What follows belongs to an exercise in optimizing a design on an open flow for small area, a short achievable clock period and few clock cycles per item; a production flow would make more cautious choices. In this exercise RTL edits were held to simulation tests only and were not proved equivalent to the original.

===== design/flow/design.v =====
`default_nettype none
package fpu_pkg;
    localparam int FP_WIDTH   = 32;
    localparam int EXP_WIDTH  = 8;
    localparam int MANT_WIDTH = 23;
    localparam int SIG_WIDTH  = 24;    
    localparam int EXT_WIDTH  = 27;    
    localparam int EXPX_WIDTH = 10;    
    localparam int FLAG_WIDTH = 4;
    localparam int PIPE_DEPTH = 3;
    typedef logic        [FP_WIDTH-1:0]   fp32_t;
    typedef logic        [EXP_WIDTH-1:0]  exp_t;
    typedef logic        [MANT_WIDTH-1:0] mant_t;
    typedef logic        [SIG_WIDTH-1:0]  sig_t;
    typedef logic        [EXT_WIDTH-1:0]  ext_sig_t;
    typedef logic signed [EXPX_WIDTH-1:0] exp_ext_t;
    typedef logic        [FLAG_WIDTH-1:0] flags_t;
    localparam int FLAG_INVALID   = 3;
    localparam int FLAG_OVERFLOW  = 2;
    localparam int FLAG_UNDERFLOW = 1;
    localparam int FLAG_INEXACT   = 0;
    localparam exp_ext_t EXP_BIAS     = 10'sd127;
    localparam exp_ext_t EXP_MAX_NORM = 10'sd254;   
    localparam exp_t     EXP_ALL_ONES = 8'hFF;
    localparam fp32_t    QNAN         = 32'h7FC0_0000;
    typedef enum logic [1:0] {
        OP_ADD  = 2'd0,
        OP_SUB  = 2'd1,
        OP_MUL  = 2'd2,
        OP_RSVD = 2'd3    
    } op_t;
    typedef enum logic [1:0] {
        CLS_ZERO   = 2'd0,
        CLS_NORMAL = 2'd1,
        CLS_INF    = 2'd2,
        CLS_NAN    = 2'd3
    } fp_class_t;
endpackage
`default_nettype wire
`timescale 1ns/1ps
`default_nettype none
module fp_unpack (
    input  fpu_pkg::fp32_t     op_a,
    input  fpu_pkg::fp32_t     op_b,
    output logic               sign_a,
    output logic               sign_b,
    output fpu_pkg::exp_t      exp_a,
    output fpu_pkg::exp_t      exp_b,
    output fpu_pkg::sig_t      sig_a,
    output fpu_pkg::sig_t      sig_b,
    output fpu_pkg::fp_class_t cls_a,
    output fpu_pkg::fp_class_t cls_b
);
    fpu_pkg::mant_t frac_a;
    fpu_pkg::mant_t frac_b;
    function automatic fpu_pkg::fp_class_t classify(input fpu_pkg::exp_t e,
                                                    input fpu_pkg::mant_t f);
        if (e == '0) begin
            classify = fpu_pkg::CLS_ZERO;    
        end else if (e == fpu_pkg::EXP_ALL_ONES) begin
            classify = (f == '0) ? fpu_pkg::CLS_INF : fpu_pkg::CLS_NAN;
        end else begin
            classify = fpu_pkg::CLS_NORMAL;
        end
    endfunction
    assign sign_a = op_a[31];
    assign exp_a  = op_a[30:23];
    assign frac_a = op_a[22:0];
    assign sign_b = op_b[31];
    assign exp_b  = op_b[30:23];
    assign frac_b = op_b[22:0];
    assign sig_a = (exp_a == '0) ? '0 : {1'b1, frac_a};
    assign sig_b = (exp_b == '0) ? '0 : {1'b1, frac_b};
    assign cls_a = classify(exp_a, frac_a);
    assign cls_b = classify(exp_b, frac_b);
endmodule
`default_nettype wire
`timescale 1ns/1ps
`default_nettype none
module fp_special (
    input  fpu_pkg::op_t       op,
    input  logic               sign_a,
    input  logic               sign_b,
    input  fpu_pkg::fp_class_t cls_a,
    input  fpu_pkg::fp_class_t cls_b,
    input  fpu_pkg::fp32_t     op_a,
    input  fpu_pkg::fp32_t     op_b,
    output logic               special,
    output fpu_pkg::fp32_t     special_result,
    output fpu_pkg::flags_t    special_flags
);
    logic eff_sign_b;    
    logic a_inf, b_inf, a_zero, b_zero;
    function automatic fpu_pkg::fp32_t make_inf(input logic s);
        make_inf = {s, fpu_pkg::EXP_ALL_ONES, {fpu_pkg::MANT_WIDTH{1'b0}}};
    endfunction
    assign eff_sign_b = sign_b ^ (op == fpu_pkg::OP_SUB);
    assign a_inf      = (cls_a == fpu_pkg::CLS_INF);
    assign b_inf      = (cls_b == fpu_pkg::CLS_INF);
    assign a_zero     = (cls_a == fpu_pkg::CLS_ZERO);
    assign b_zero     = (cls_b == fpu_pkg::CLS_ZERO);
    always_comb begin
        special        = 1'b1;
        special_result = fpu_pkg::QNAN;
        special_flags  = '0;
        if (op == fpu_pkg::OP_RSVD || cls_a == fpu_pkg::CLS_NAN ||
            cls_b == fpu_pkg::CLS_NAN) begin
            special_flags[fpu_pkg::FLAG_INVALID] = 1'b1;
        end else if (op != fpu_pkg::OP_MUL) begin
            if (a_inf && b_inf) begin
                if (sign_a != eff_sign_b) begin
                    special_flags[fpu_pkg::FLAG_INVALID] = 1'b1;   
                end else begin
                    special_result = make_inf(sign_a);
                end
            end else if (a_inf) begin
                special_result = make_inf(sign_a);
            end else if (b_inf) begin
                special_result = make_inf(eff_sign_b);
            end else if (a_zero && b_zero) begin
                special_result = {sign_a & eff_sign_b, 31'b0};
            end else if (a_zero) begin
                special_result = {eff_sign_b, op_b[30:0]};
            end else if (b_zero) begin
                special_result = op_a;
            end else begin
                special = 1'b0;
            end
        end else begin
            if ((a_inf && b_zero) || (b_inf && a_zero)) begin
                special_flags[fpu_pkg::FLAG_INVALID] = 1'b1;
            end else if (a_inf || b_inf) begin
                special_result = make_inf(sign_a ^ sign_b);
            end else if (a_zero || b_zero) begin
                special_result = {sign_a ^ sign_b, 31'b0};
            end else begin
                special = 1'b0;
            end
        end
    end
endmodule
`default_nettype wire
`timescale 1ns/1ps
`default_nettype none
module fp_add_core (
    input  logic                sub,
    input  logic                sign_a,
    input  logic                sign_b,
    input  fpu_pkg::exp_t       exp_a,
    input  fpu_pkg::exp_t       exp_b,
    input  fpu_pkg::sig_t       sig_a,
    input  fpu_pkg::sig_t       sig_b,
    output logic                sum_sign,
    output fpu_pkg::exp_ext_t   sum_exp,
    output fpu_pkg::ext_sig_t   sum_sig,
    output logic                sum_zero
);
    logic              eff_sign_b;
    logic              a_big;
    logic              eff_sub;
    logic              sign_big, sign_small;
    fpu_pkg::exp_t     exp_big, exp_small;
    fpu_pkg::sig_t     sig_big, sig_small;
    fpu_pkg::exp_ext_t exp_big_x;
    logic [7:0]        exp_diff;
    logic [4:0]        shamt;
    logic [49:0]       small_wide;
    fpu_pkg::ext_sig_t big_ext;
    fpu_pkg::ext_sig_t aligned;
    logic [27:0]       raw_sum;    
    logic [4:0]        lz;
    assign eff_sign_b = sign_b ^ sub;
    assign a_big      = ({exp_a, sig_a} >= {exp_b, sig_b});
    assign sign_big   = a_big ? sign_a : eff_sign_b;
    assign sign_small = a_big ? eff_sign_b : sign_a;
    assign exp_big    = a_big ? exp_a : exp_b;
    assign exp_small  = a_big ? exp_b : exp_a;
    assign sig_big    = a_big ? sig_a : sig_b;
    assign sig_small  = a_big ? sig_b : sig_a;
    assign exp_diff = exp_big - exp_small;
    assign shamt = (exp_diff > 8'd27) ? 5'd27 : exp_diff[4:0];
    assign small_wide = {sig_small, 26'b0} >> shamt;
    assign aligned    = {small_wide[49:24], |small_wide[23:0]};
    assign big_ext    = {sig_big, 3'b000};
    assign eff_sub = sign_big ^ sign_small;
    assign raw_sum = eff_sub ? ({1'b0, big_ext} - {1'b0, aligned})
                             : ({1'b0, big_ext} + {1'b0, aligned});
    always_comb begin
        lz = 5'd0;
        for (int i = 0; i < 27; i++) begin
            if (raw_sum[i]) begin
                lz = 5'(26 - i);    
            end
        end
    end
    assign exp_big_x = $signed({2'b00, exp_big});
    always_comb begin
        if (raw_sum[27]) begin
            sum_sig = {raw_sum[27:2], raw_sum[1] | raw_sum[0]};
            sum_exp = exp_big_x + 10'sd1;
        end else begin
            sum_sig = raw_sum[26:0] << lz;    
            sum_exp = exp_big_x - $signed({5'b00000, lz});
        end
    end
    assign sum_sign = sign_big;
    assign sum_zero = (raw_sum == '0);
endmodule
`default_nettype wire
`timescale 1ns/1ps
`default_nettype none
module fp_mul_core (
    input  logic                sign_a,
    input  logic                sign_b,
    input  fpu_pkg::exp_t       exp_a,
    input  fpu_pkg::exp_t       exp_b,
    input  fpu_pkg::sig_t       sig_a,
    input  fpu_pkg::sig_t       sig_b,
    output logic                prod_sign,
    output fpu_pkg::exp_ext_t   prod_exp,
    output fpu_pkg::ext_sig_t   prod_sig
);
    logic [47:0]       prod;
    fpu_pkg::exp_ext_t exp_sum;
    assign prod      = sig_a * sig_b;    
    assign prod_sign = sign_a ^ sign_b;
    assign exp_sum = $signed({2'b00, exp_a}) + $signed({2'b00, exp_b}) - fpu_pkg::EXP_BIAS;
    always_comb begin
        if (prod[47]) begin
            prod_sig = {prod[47:22], |prod[21:0]};
            prod_exp = exp_sum + 10'sd1;
        end else begin
            prod_sig = {prod[46:21], |prod[20:0]};
            prod_exp = exp_sum;
        end
    end
endmodule
`default_nettype wire
`timescale 1ns/1ps
`default_nettype none
module fp_round_pack (
    input  logic                sign,
    input  fpu_pkg::exp_ext_t   exp,
    input  fpu_pkg::ext_sig_t   sig,
    output fpu_pkg::fp32_t      result,
    output fpu_pkg::flags_t     flags
);
    logic              lsb;
    logic              guard;
    logic              round_bit;
    logic              sticky;
    logic              round_up;
    logic [24:0]       sig_rnd;    
    fpu_pkg::exp_ext_t exp_rnd;
    fpu_pkg::mant_t    frac;
    assign lsb       = sig[3];
    assign guard     = sig[2];
    assign round_bit = sig[1];
    assign sticky    = sig[0];
    assign round_up = guard & (round_bit | sticky | lsb);
    assign sig_rnd  = {1'b0, sig[26:3]} + {24'b0, round_up};
    assign exp_rnd = sig_rnd[24] ? (exp + 10'sd1) : exp;
    assign frac    = sig_rnd[22:0];
    always_comb begin
        flags                        = '0;
        flags[fpu_pkg::FLAG_INEXACT] = |sig[2:0];
        if (exp_rnd > fpu_pkg::EXP_MAX_NORM) begin
            result = {sign, fpu_pkg::EXP_ALL_ONES, {fpu_pkg::MANT_WIDTH{1'b0}}};
            flags[fpu_pkg::FLAG_OVERFLOW] = 1'b1;
            flags[fpu_pkg::FLAG_INEXACT]  = 1'b1;
        end else if (exp_rnd < 10'sd1) begin
            result = {sign, 31'b0};    
            flags[fpu_pkg::FLAG_UNDERFLOW] = 1'b1;
            flags[fpu_pkg::FLAG_INEXACT]   = 1'b1;
        end else begin
            result = {sign, exp_rnd[7:0], frac};
        end
    end
endmodule
`default_nettype wire
`timescale 1ns/1ps
`default_nettype none
module fpu_top (
    input  logic            clk,
    input  logic            rst,
    input  logic            in_valid,
    output logic            in_ready,
    input  logic [31:0]     op_a,
    input  logic [31:0]     op_b,
    input  logic [1:0]      op,
    output logic            out_valid,
    input  logic            out_ready,
    output logic [31:0]     result,
    output logic [3:0]      flags
);
    localparam int LAST = fpu_pkg::PIPE_DEPTH - 1;
    logic [fpu_pkg::PIPE_DEPTH-1:0] vld;    
    logic                           advance;
    fpu_pkg::fp32_t     s1_a, s1_b;
    fpu_pkg::op_t       s1_op;
    logic               sign_a, sign_b;
    fpu_pkg::exp_t      exp_a, exp_b;
    fpu_pkg::sig_t      sig_a, sig_b;
    fpu_pkg::fp_class_t cls_a, cls_b;
    logic               special;
    fpu_pkg::fp32_t     special_result;
    fpu_pkg::flags_t    special_flags;
    logic               add_sign, add_zero;
    fpu_pkg::exp_ext_t  add_exp;
    fpu_pkg::ext_sig_t  add_sig;
    logic               mul_sign;
    fpu_pkg::exp_ext_t  mul_exp;
    fpu_pkg::ext_sig_t  mul_sig;
    logic               s2_special;
    fpu_pkg::fp32_t     s2_special_result;
    fpu_pkg::flags_t    s2_special_flags;
    fpu_pkg::op_t       s2_op;
    logic               s2_sign;
    fpu_pkg::exp_ext_t  s2_exp;
    fpu_pkg::ext_sig_t  s2_sig;
    logic               s2_sum_zero;
    logic               s2_cancel;
    fpu_pkg::fp32_t     rp_result;
    fpu_pkg::flags_t    rp_flags;
    assign advance   = !vld[LAST] || out_ready;
    assign in_ready  = advance;
    assign out_valid = vld[LAST];
    always_ff @(posedge clk) begin
        if (rst) begin
            vld <= '0;
        end else if (advance) begin
            vld <= {vld[LAST-1:0], in_valid};
        end
    end
    always_ff @(posedge clk) begin
        if (advance && in_valid) begin
            s1_a  <= op_a;
            s1_b  <= op_b;
            s1_op <= fpu_pkg::op_t'(op);
        end
    end
    fp_unpack u_unpack (
        .op_a   (s1_a),
        .op_b   (s1_b),
        .sign_a (sign_a),
        .sign_b (sign_b),
        .exp_a  (exp_a),
        .exp_b  (exp_b),
        .sig_a  (sig_a),
        .sig_b  (sig_b),
        .cls_a  (cls_a),
        .cls_b  (cls_b)
    );
    fp_special u_special (
        .op             (s1_op),
        .sign_a         (sign_a),
        .sign_b         (sign_b),
        .cls_a          (cls_a),
        .cls_b          (cls_b),
        .op_a           (s1_a),
        .op_b           (s1_b),
        .special        (special),
        .special_result (special_result),
        .special_flags  (special_flags)
    );
    fp_add_core u_add (
        .sub      (s1_op == fpu_pkg::OP_SUB),
        .sign_a   (sign_a),
        .sign_b   (sign_b),
        .exp_a    (exp_a),
        .exp_b    (exp_b),
        .sig_a    (sig_a),
        .sig_b    (sig_b),
        .sum_sign (add_sign),
        .sum_exp  (add_exp),
        .sum_sig  (add_sig),
        .sum_zero (add_zero)
    );
    fp_mul_core u_mul (
        .sign_a    (sign_a),
        .sign_b    (sign_b),
        .exp_a     (exp_a),
        .exp_b     (exp_b),
        .sig_a     (sig_a),
        .sig_b     (sig_b),
        .prod_sign (mul_sign),
        .prod_exp  (mul_exp),
        .prod_sig  (mul_sig)
    );
    always_ff @(posedge clk) begin
        if (advance && vld[0]) begin
            s2_special        <= special;
            s2_special_result <= special_result;
            s2_special_flags  <= special_flags;
            s2_op             <= s1_op;
            s2_sum_zero       <= add_zero;
            if (s1_op == fpu_pkg::OP_MUL) begin
                s2_sign <= mul_sign;
                s2_exp  <= mul_exp;
                s2_sig  <= mul_sig;
            end else begin
                s2_sign <= add_sign;
                s2_exp  <= add_exp;
                s2_sig  <= add_sig;
            end
        end
    end
    fp_round_pack u_round (
        .sign   (s2_sign),
        .exp    (s2_exp),
        .sig    (s2_sig),
        .result (rp_result),
        .flags  (rp_flags)
    );
    assign s2_cancel = s2_sum_zero &&
                       (s2_op == fpu_pkg::OP_ADD || s2_op == fpu_pkg::OP_SUB);
    always_ff @(posedge clk) begin
        if (rst) begin
            result <= '0;
            flags  <= '0;
        end else if (advance && vld[LAST-1]) begin
            if (s2_special) begin
                result <= s2_special_result;
                flags  <= s2_special_flags;
            end else if (s2_cancel) begin
                result <= '0;
                flags  <= '0;
            end else begin
                result <= rp_result;
                flags  <= rp_flags;
            end
        end
    end
endmodule
`default_nettype wire

===== design/flow/run.sh =====
#!/bin/bash
# synth_recipe.tcl (not shown) runs the flow's synth.tcl, then flattens the netlist and writes it again
# the make line also repeats each setting of config.mk as NAME=value (left out here)
make -C /OpenROAD-flow-scripts/flow DESIGN_CONFIG=/design/flow/config.mk WORK_HOME=/design/flow/orfs CLKGATE_MAP_FILE= SYNTH_SCRIPT=/design/flow/synth_recipe.tcl finish

===== design/flow/config.mk =====
export PLATFORM = sky130hd
export DESIGN_NAME = fpu_top
export DESIGN_NICKNAME = fpu_top
export VERILOG_FILES = /design/flow/design.v
export SDC_FILE = /design/flow/constraint.sdc
export NUM_CORES = 4
export LEC_CHECK = 0
export CAP_MARGIN = 20
export CORE_MARGIN = 2
export CORE_UTILIZATION = 45
export PLACE_DENSITY = 0.6
export SLEW_MARGIN = 20

===== design/flow/constraint.sdc =====
create_clock -name core_clock -period 13.0 [get_ports {clk}]
set_input_delay 2.6000 -clock core_clock [delete_from_list [all_inputs] [get_ports {clk}]]
set_output_delay 2.6000 -clock core_clock [all_outputs]
set_load 0.01 [all_outputs]

==> run summary <==
cells by family after synthesis:
kind of cell               after synthesis  synth area share
muxes                                  113           0.03271
adders and majority gates              785            0.3736
DFF                                    179            0.1383
xor gates and xnor gates               128           0.03132
buffers and inverters                  925           0.09843
AOI/OAI and AO/OA                      735            0.1360
and+or+nand+nor                       1460            0.1896
through the flow:
step	area (µm²)
6_report	39570
5_1_grt	39570
3_3_place_gp	38670
4_1_cts	39300
2_1_floorplan	36140
3_5_place_dp	38680
cells in the mapped netlist (8+ instances only):
library cell and instances:
sky130_fd_sc_hd__inv_1 664, sky130_fd_sc_hd__nand2_1 575, sky130_fd_sc_hd__fa_1 485, sky130_fd_sc_hd__ha_1 300, sky130_fd_sc_hd__nor2_1 281, sky130_fd_sc_hd__clkbuf_1 222
sky130_fd_sc_hd__a21oi_1 182, sky130_fd_sc_hd__and2_1 141, sky130_fd_sc_hd__o21ai_0 141, sky130_fd_sc_hd__edfxtp_1 140, sky130_fd_sc_hd__and3_1 112, sky130_fd_sc_hd__nand3_1 104
sky130_fd_sc_hd__xnor2_1 93, sky130_fd_sc_hd__mux2i_1 90, sky130_fd_sc_hd__nor3_1 86, sky130_fd_sc_hd__a211oi_1 45, sky130_fd_sc_hd__dfxtp_1 39, sky130_fd_sc_hd__a221oi_1 37
sky130_fd_sc_hd__xor2_1 34, sky130_fd_sc_hd__a22oi_1 32, sky130_fd_sc_hd__o21bai_1 31, sky130_fd_sc_hd__nand4_1 29, sky130_fd_sc_hd__nor4_1 28, sky130_fd_sc_hd__a21o_1 25
sky130_fd_sc_hd__nand2b_1 25, sky130_fd_sc_hd__a31oi_1 23, sky130_fd_sc_hd__o22ai_1 22, sky130_fd_sc_hd__or3_1 20, sky130_fd_sc_hd__o211ai_1 19, sky130_fd_sc_hd__nor2b_1 18
sky130_fd_sc_hd__o31ai_1 18, sky130_fd_sc_hd__mux2_2 16, sky130_fd_sc_hd__o221ai_1 16, sky130_fd_sc_hd__a311oi_1 14, sky130_fd_sc_hd__o21ai_1 13, sky130_fd_sc_hd__buf_2 12
sky130_fd_sc_hd__or2_2 12, sky130_fd_sc_hd__a21boi_0 11, sky130_fd_sc_hd__buf_1 11, sky130_fd_sc_hd__o21a_1 11, sky130_fd_sc_hd__a2111oi_0 10, sky130_fd_sc_hd__a211o_1 8
sky130_fd_sc_hd__buf_6 8
flip-flops by register name, summed over array words and instances, names as in the netlist, 3 cells and up:
register,flops
s1_b,32
result,32
s2_special_result,32
flags,4
vld,3
s1_a,32
s2_sig,27
s2_exp,10
how the worst min path moves through the flow:
stage | from | end | slack [ns] | cells past startpoint
finish | flags[3]$_SDFFE_PP0P_ | flags[3]$_SDFFE_PP0P_ | 0.46 | 2
detailed placement | flags[3]$_SDFFE_PP0P_ | flags[3]$_SDFFE_PP0P_ | 0.44 | 2
floorplan | vld[0]$_SDFFE_PP0N_ | vld[0]$_SDFFE_PP0N_ | 0.45 | 2
CTS | flags[3]$_SDFFE_PP0P_ | flags[3]$_SDFFE_PP0P_ | 0.46 | 2
global placement | flags[3]$_SDFFE_PP0P_ | flags[3]$_SDFFE_PP0P_ | 0.44 | 2
global route | flags[3]$_SDFFE_PP0P_ | flags[3]$_SDFFE_PP0P_ | 0.51 | 2
critical path, delay by kind of cell (launching register included):
family / cells / cell delay [ns]
AND/OR/NAND/NOR: 17 / 3.56
adder cells (fa/ha/maj): 6 / 1.93
multiplexers: 1 / 0.32
buffers and inverters: 4 / 0.59
flip-flops: 1 / 0.44
AO/OA/AOI/OAI: 30 / 4.93
XOR/XNOR: 1 / 0.20
layer usage:
layer  vias to the layer above  global-route usage
li1                      14357                   -
met1                     16048              0.4762
met2                      1605              0.5076
met3                       202             0.06841
met4                         0             0.08633
met5                         -                   0
layout make-up:
type                            instances  area [µm²]  share of cell area
Clock buffer                           18       450.4             0.01138
Sequential cell                       179        4985              0.1260
Clock inverter                         14       165.2            0.004174
Inverter                              672        2527             0.06388
Tap cell                             1050        1314             0.03320
Timing Repair Buffer                  267        2322             0.05869
Multi-Input combinational cell       3221       27800              0.7027
what timing repair did:
| action | in CTS | in global routing |
|---|---|---|
| gates resized for setup | 0 | 33 |
| setup buffers | 0 | 9 |
| setup endpoints to repair | 0 | 37 |
==> impl_summary.log <==
INFO  metric run_status = timing/DRC/antenna clean
INFO  metric pin_count = 108
INFO  metric drive_gt1_frac = 0.06932
INFO  metric clock_tree_from_tritoncts = built
INFO  metric transition_time_at_the_pin_with_the_least_slew_margin = 1.303 ns
INFO  metric drc = 0
INFO  metric routability_congestion_estimate = 1.023
INFO  metric worstSetupEndpoint = s2_exp[6]$_DFFE_PP_
INFO  metric holdBufCountCts = 0
INFO  metric timing.critical_path.slowest_stage_cell = sky130_fd_sc_hd__or4_1
INFO  metric layoutNonFillerInstCount = 5421
INFO  metric clkLatencyLatePin = 0.47 ns
INFO  metric count_of_flip_flops_with_a_built_in_enable_after_synthesis = 140
INFO  metric area.growth.synth_to_final = 9.798%
INFO  metric top_layer_used = met4
INFO  metric buffer_ports.inserted = 107
INFO  metric cp_slowest_stage_delay = 0.57 ns
INFO  metric initial_utilization = 0.4554
INFO  metric met1Wirelength = 58.90 mm
INFO  metric met2_wire_length = 59.56 mm
INFO  metric rr_worst_depth = 59
INFO  metric hold_ws = 0.4619 ns
INFO  metric setup_viol = 0
INFO  metric synthCells = 4325
INFO  metric worst_hold_path_type = reg2reg
INFO  metric clk_path_buf_depth = 2
INFO  metric timing.setup.critical_path_class = reg2reg
INFO  metric slew-limit-headroom = 0.1220
INFO  metric global_route.usage.total = 0.3313
INFO  metric fmaxAchievable = 81.43 MHz
INFO  metric core.rowCount = 103
INFO  metric final_cell_mix = sky130_fd_sc_hd__inv_1, sky130_fd_sc_hd__nand2_1, sky130_fd_sc_hd__fa_1
INFO  metric final.setup.worst_slack = 0.7196 ns
INFO  metric floorplan.core_area = 0.07913 mm²
INFO  metric regToRegEndpoint = s2_exp[6]$_DFFE_PP_
INFO  metric syn-cell-area = 0.03604 mm²
INFO  metric share_of_the_synthesized_area_in_the_top_cell_type = 0.2694
INFO  metric finalNetCount = 5213
INFO  metric viasPerCell = 5.942
INFO  metric endpoint_kind = flip-flop
INFO  metric post-route-util = 0.5000
INFO  metric clock_sink_count = 179
INFO  metric die_width = 287.0 µm
INFO  metric finalHoldViolCount = 0
INFO  metric netlist.top_cell.by_area = sky130_fd_sc_hd__fa_1
INFO  metric dr.pass1.iters = 6
INFO  metric leading_register_cell_type_out_of_synthesis = sky130_fd_sc_hd__edfxtp_1
INFO  metric clock_input_transition_at_the_sequential_cells_of_the_worst_setup_and_hold_paths = 0.08 ns
INFO  metric dp.cells = 5379
INFO  metric synth-seq-cells = 179
INFO  metric h-tree-depth = 4
INFO  metric timing.critical_path.arrival = 12.46 ns
INFO  metric maxSlewViolCount = 0
INFO  metric yosysWarningCount = 6
INFO  metric syn-num-nets = 5180
INFO  metric first_global_vias = 31141
INFO  metric met3WireLength = 13.77 mm
INFO  metric grt.overflow.total = 0
INFO  metric drtIter0Drc = 3396
INFO  metric critical_path_peak_fanout = 25
INFO  metric mean_instance_size_in_the_synthesized_netlist = 8.332 µm²
INFO  metric period_minus_slack = 12.28 ns
INFO  metric synth.yosys.seq_area_share = 0.1383
INFO  metric skew = 0.02691 ns
INFO  metric detail_route.wirelength = 136.6 mm
INFO  metric drt.antenna.violating_nets = 0
INFO  metric vias = 32212
INFO  metric maximum_number_of_pins_on_one_net_before_global_route_repair = 76
INFO  metric detailedPlace.worstSlack = 0.09946 ns
INFO  metric die_h = 287.0 µm
INFO  metric cts_root_buffer = sky130_fd_sc_hd__clkbuf_16
INFO  metric tritoncts.num_buffers = 17
INFO  metric fp.dieArea = 0.08236 mm²
INFO  metric layout_commonest_cell = sky130_fd_sc_hd__inv_1
INFO  metric cp-startpoint = s1_a[28]$_DFFE_PP_
INFO  metric grt_first_pass_wirelength = 204.2 mm
INFO  metric synth_cell_types = 98
INFO  metric async_set_reset_flop_share_out_of_synthesis = 0
INFO  metric crit_path_start_kind = flip-flop
INFO  metric critPathRequiredTime = 13.18 ns
INFO  metric total_neg_setup_slack = 0 ns
INFO  metric dpl.hpwl = 108.3 mm
INFO  metric wl_per_cell = 25.19 µm
INFO  metric filler_cell_count = 7742
INFO  metric antenna_found_initial = 2
INFO  metric insertedDiodeCount = 0
INFO  metric timing.max_cap.violations = 0
INFO  metric r2r_setup_slk = 0.72 ns
INFO  metric final_min_period_over_clock_period = 0.9446
INFO  metric post_synth_main_area_contributors = sky130_fd_sc_hd__fa_1, sky130_fd_sc_hd__edfxtp_1, sky130_fd_sc_hd__ha_1, sky130_fd_sc_hd__inv_1, sky130_fd_sc_hd__nand2_1
INFO  metric regToRegStartpoint = s1_a[28]$_DFFE_PP_
Testbench counts, summed over its fixed seeds: cycles 16,024, items 16,000.

[separate check: timing with driven ports]
How much do the figures lean on ideal ports? The routed layout below was timed once more, with nothing changed but the port constraints.
Step 1, drivers: a clkbuf_16 drives clk and a buf_2 each remaining input, both assumed.
Step 2 also shifts input and output timing later by t, the mid clock arrival at the registers, as if the neighbouring blocks saw the same clock.
Slacks: no drivers / after step 1 / after step 2; pairs: no drivers / after step 1.
t (ns): 0.506
slack for setup (ns): 0.720 / 0.720 / 0.720
worst setup path at the end: register to register
After both steps setup and hold are still met in this run. The setup slack of this run moves by 0.000 ns with the drivers and by 0.000 ns with both steps.
